Source: an optimization exercise on an open RTL-to-GDS flow (aim: small area and a short achievable clock period). Production flows keep margins and buffers that such runs may drop.
Function was checked by simulation only, so behaviour that the tests miss may differ from the original.
No activity file was given, so power comes from the tool's default toggle rates.

## main
==> flow/design.v (excerpt) <==
module mem_responder #(
  parameter int unsigned ADDR_W = mem_resp_pkg::MR_ADDR_W,
  parameter int unsigned DATA_W = mem_resp_pkg::MR_DATA_W,
  parameter int unsigned DEPTH  = mem_resp_pkg::MR_DEPTH
) (
  input  logic              clk,
  input  logic              rst_n,
  input  logic              enable,
  input  logic              read,
  input  logic [ADDR_W-1:0] addr,
  input  logic [DATA_W-1:0] wdata,
  output logic [DATA_W-1:0] data,
  output logic              data_valid,
  output logic              err
);
Size in the first run: ~3100 cells after synthesis, about 1700 flip-flops, about 30 I/O pins, ~61000 sq um of cells after synthesis.
Settings: LEC_CHECK=0, CAP_MARGIN=20, CORE_MARGIN=2, CORE_UTILIZATION=65, PLACE_DENSITY_LB_ADDON=0.1, SETUP_SLACK_MARGIN=3.0, SLEW_MARGIN=20; clock period 6.0 ns.
run.sh (not shown) runs the stock make flow with config.mk's settings and CLKGATE_MAP_FILE= SYNTH_SCRIPT=/design/flow/synth_recipe.tcl, a recipe that flattens the netlist after the stock synthesis.
### main -> the feature branch
- SETUP_SLACK_MARGIN now 3.5, was 3.0
Findings:
- Worst-case vdd ir drop improves in the feature branch relative to main.
- The feature branch vs main, core utilization went up by 2.6 points.
- In the feature branch the power turned out about 1% higher than in main.
- Lower number of cells on the critical path among the feature branch and main: main
- In the metrics for the feature branch and main, the one carrying the higher net count reported at finish is the feature branch.
- Comparing sequential share of layout area for the feature branch and main, the smaller number came from the feature branch.
- The feature branch -> main: count of inverters other than clock inverters in the layout delta 0, exact match
- Summary of the comparison: power in combinational cells is higher in the feature branch, relative to main.
- The feature branch vs. main: leakage power went up, worst setup slack has increased.

---

mem_responder again, from the RTL that the note above started with.
==> flow/design.v (excerpt) <==
module mem_responder #(
  parameter int unsigned ADDR_W = mem_resp_pkg::MR_ADDR_W,
  parameter int unsigned DATA_W = mem_resp_pkg::MR_DATA_W,
  parameter int unsigned DEPTH  = mem_resp_pkg::MR_DEPTH
) (
  input  logic              clk,
  input  logic              rst_n,
  input  logic              enable,
  input  logic              read,
  input  logic [ADDR_W-1:0] addr,
  input  logic [DATA_W-1:0] wdata,
  output logic [DATA_W-1:0] data,
  output logic              data_valid,
  output logic              err
);
Settings: LEC_CHECK=0, CAP_MARGIN=20, CORE_MARGIN=2, CORE_UTILIZATION=72, CTS_CLUSTER_DIAMETER=150, CTS_CLUSTER_SIZE=30, PLACE_DENSITY_LB_ADDON=0.08, SETUP_SLACK_MARGIN=3.5, SLEW_MARGIN=20; clock period 6.0 ns.
Change:
ABC_CLOCK_PERIOD_IN_PS = 2500   (was not set)
CORE_UTILIZATION = 65   (was 72)
CTS_BUF_LIST = sky130_fd_sc_hd__clkbuf_8   (was not set)
CTS_CLUSTER_DIAMETER = not set   (was 150)
CTS_CLUSTER_SIZE = 20   (was 30)
PLACE_DENSITY_LB_ADDON = 0.1   (was 0.08)
SETUP_SLACK_MARGIN = 3.0   (was 3.5)
Outcome:
- non-clock buffer count came out lower by 75
- via count decreases by 2.4%
- power is higher by 15%
- synthesized cell count stays the same
- wire length shrinks by 5.6%
- count of clock-buffer cells in the layout is higher by 150
- fmax shrinks by 15%
Change:
ABC_CLOCK_PERIOD_IN_PS = not set   (was 2500)
CTS_BUF_LIST = not set   (was sky130_fd_sc_hd__clkbuf_8)
CTS_CLUSTER_DIAMETER = 150   (was not set)
CTS_CLUSTER_SIZE = 30   (was 20)
SETUP_SLACK_MARGIN = 3.5   (was 3.0)
=>
- The changed run ran to the end with no violations
- via count went down by 0.40%
- area after synthesis is unchanged
- core utilization went down by 0.62 points
- worst hold slack is better by 0.15 ns
- combinational power went up by 24%
- cell count went down by about 5%
- register-to-register slack is better by 0.42 ns

---

== run 1 ==
mem_responder, a different RTL version from the one above (not shown whole).
Size: ~3,700 cells after synthesis.
==> flow/config.mk <==
export PLATFORM = sky130hd
export DESIGN_NAME = mem_responder
export DESIGN_NICKNAME = mem_responder
export VERILOG_FILES = /design/flow/design.v
export SDC_FILE = /design/flow/constraint.sdc
export NUM_CORES = 4
export LEC_CHECK = 0
export CAP_MARGIN = 20
export CORE_MARGIN = 2
export CORE_UTILIZATION = 70
export CTS_CLUSTER_DIAMETER = 100
export CTS_CLUSTER_SIZE = 24
export PLACE_DENSITY_LB_ADDON = 0.08
export SETUP_SLACK_MARGIN = 3.7
export SLEW_MARGIN = 20
export SYNTH_HIERARCHICAL = 1
==> flow/constraint.sdc <==
create_clock -name core_clock -period 6.0 [get_ports {clk}]
set_input_delay 1.2000 -clock core_clock [delete_from_list [all_inputs] [get_ports {clk}]]
set_output_delay 1.2000 -clock core_clock [all_outputs]
set_load 0.01 [all_outputs]
Having completed the whole flow, run 1 delivered a layout that passed the timing, DRC and antenna checks.
The following lists how run 2 was set up differently from run 1:
Settings: changing CTS_CLUSTER_DIAMETER from 100 to 150; changing CTS_CLUSTER_SIZE from 24 to 30; changing SETUP_SLACK_MARGIN from 3.7 to 3.8; setting TNS_END_PERCENT to 5 for the first time.
Results
Status | run 1 and run 2 | clean. Clock buffer count in run 2 vs run 1: down about 20%. Comparing run 2 against run 1, there is no change at all in total clock sinks. For run 1, the end of the critical path was data[7], unlike run 2, where it was r_part[4][4]$_DFF_P_. Re routed wire length: run 1 and run 2 aren't equal, and the higher value belongs to run 1.
For run 3, these inputs were changed with respect to run 2:
Settings: TNS_END_PERCENT removed (was 5); SETUP_SLACK_MARGIN changed from 3.8 to 3.6.
==> summary.txt <==
- On clock latency at the later pin of the worst-skew pair, run 2 and run 3 are basically level.
- Comparing run 2 with run 3, the total power consumption of the routed design came out essentially unchanged.
- Compare run 2 and run 3 | growth of design area from synthesis to finish higher: run 2
- Run 2 and run 3 ended up with nearly the same switching part of the total.
Modified inputs, run 4 compared to run 3
Settings: putting TNS_END_PERCENT at 5 where nothing was set.
Timing, DRC, antenna: 0 failures across run 4 and run 3. Comparing run 4 and run 3, the lower total of cells resized after clock tree synthesis is on run 4. Taking run 3 as the reference, in run 4 count of plain and timing-repair buffers lower, worst reg-to-reg path cell count went up 3.

separate check: timing with driven ports:
Ports are ideal in the flow. The routed layouts listed here were re-timed in OpenROAD.
Step 1 assumes that a clkbuf_16 drives the clock port and a buf_2 every other input.
Step 2 adds t to the input delays and takes it off the output delays; t is the mean of the earliest and latest rising clock arrival at the registers after step 1. Input paths then give back, and output paths get back, about the clock's delay inside the block.
Slacks: no drivers / after step 1 / after step 2; pairs: no drivers / after step 1.
| run | t (ns) | setup WS [ns] | worst setup path after step 2 | latest minus earliest clock arrival (ns) | worst data-port slew with drivers (ns) |
|---|---|---|---|---|---|
| main | 0.831 | 2.941 / 2.941 / 2.941 | register to register | 0.033 / 0.033 | 0.05 |
| the feature branch | 0.838 | 3.348 / 3.328 / 2.833 | input to register | 0.034 / 0.034 | 0.05 |
| the first run of note 2 | 0.760 | 3.382 / 3.367 / 2.868 | input to register | 0.029 / 0.029 | 0.12 |
| the second run of note 2 | 0.944 | 2.930 / 2.930 / 2.895 | input to register | 0.034 / 0.033 | 0.05 |
| the third run of note 2 | 0.764 | 3.347 / 3.347 / 2.858 | input to register | 0.041 / 0.041 | 0.06 |
| run 1 | 0.762 | 3.465 / 3.278 / 2.517 | input to register | 0.041 / 0.041 | 0.43 |
| run 2 | 0.724 | 3.515 / 3.238 / 2.514 | input to register | 0.049 / 0.048 | 0.40 |
| run 3 | 0.734 | 3.524 / 3.316 / 2.582 | input to register | 0.038 / 0.038 | 0.38 |
| run 4 | 0.722 | 3.460 / 3.311 / 2.589 | input to register | 0.045 / 0.044 | 0.29 |
After both steps setup and hold are still met in every run listed. For run 2, which loses most, drivers alone change the setup slack by -0.277 ns; drivers and shift together by -1.001 ns.
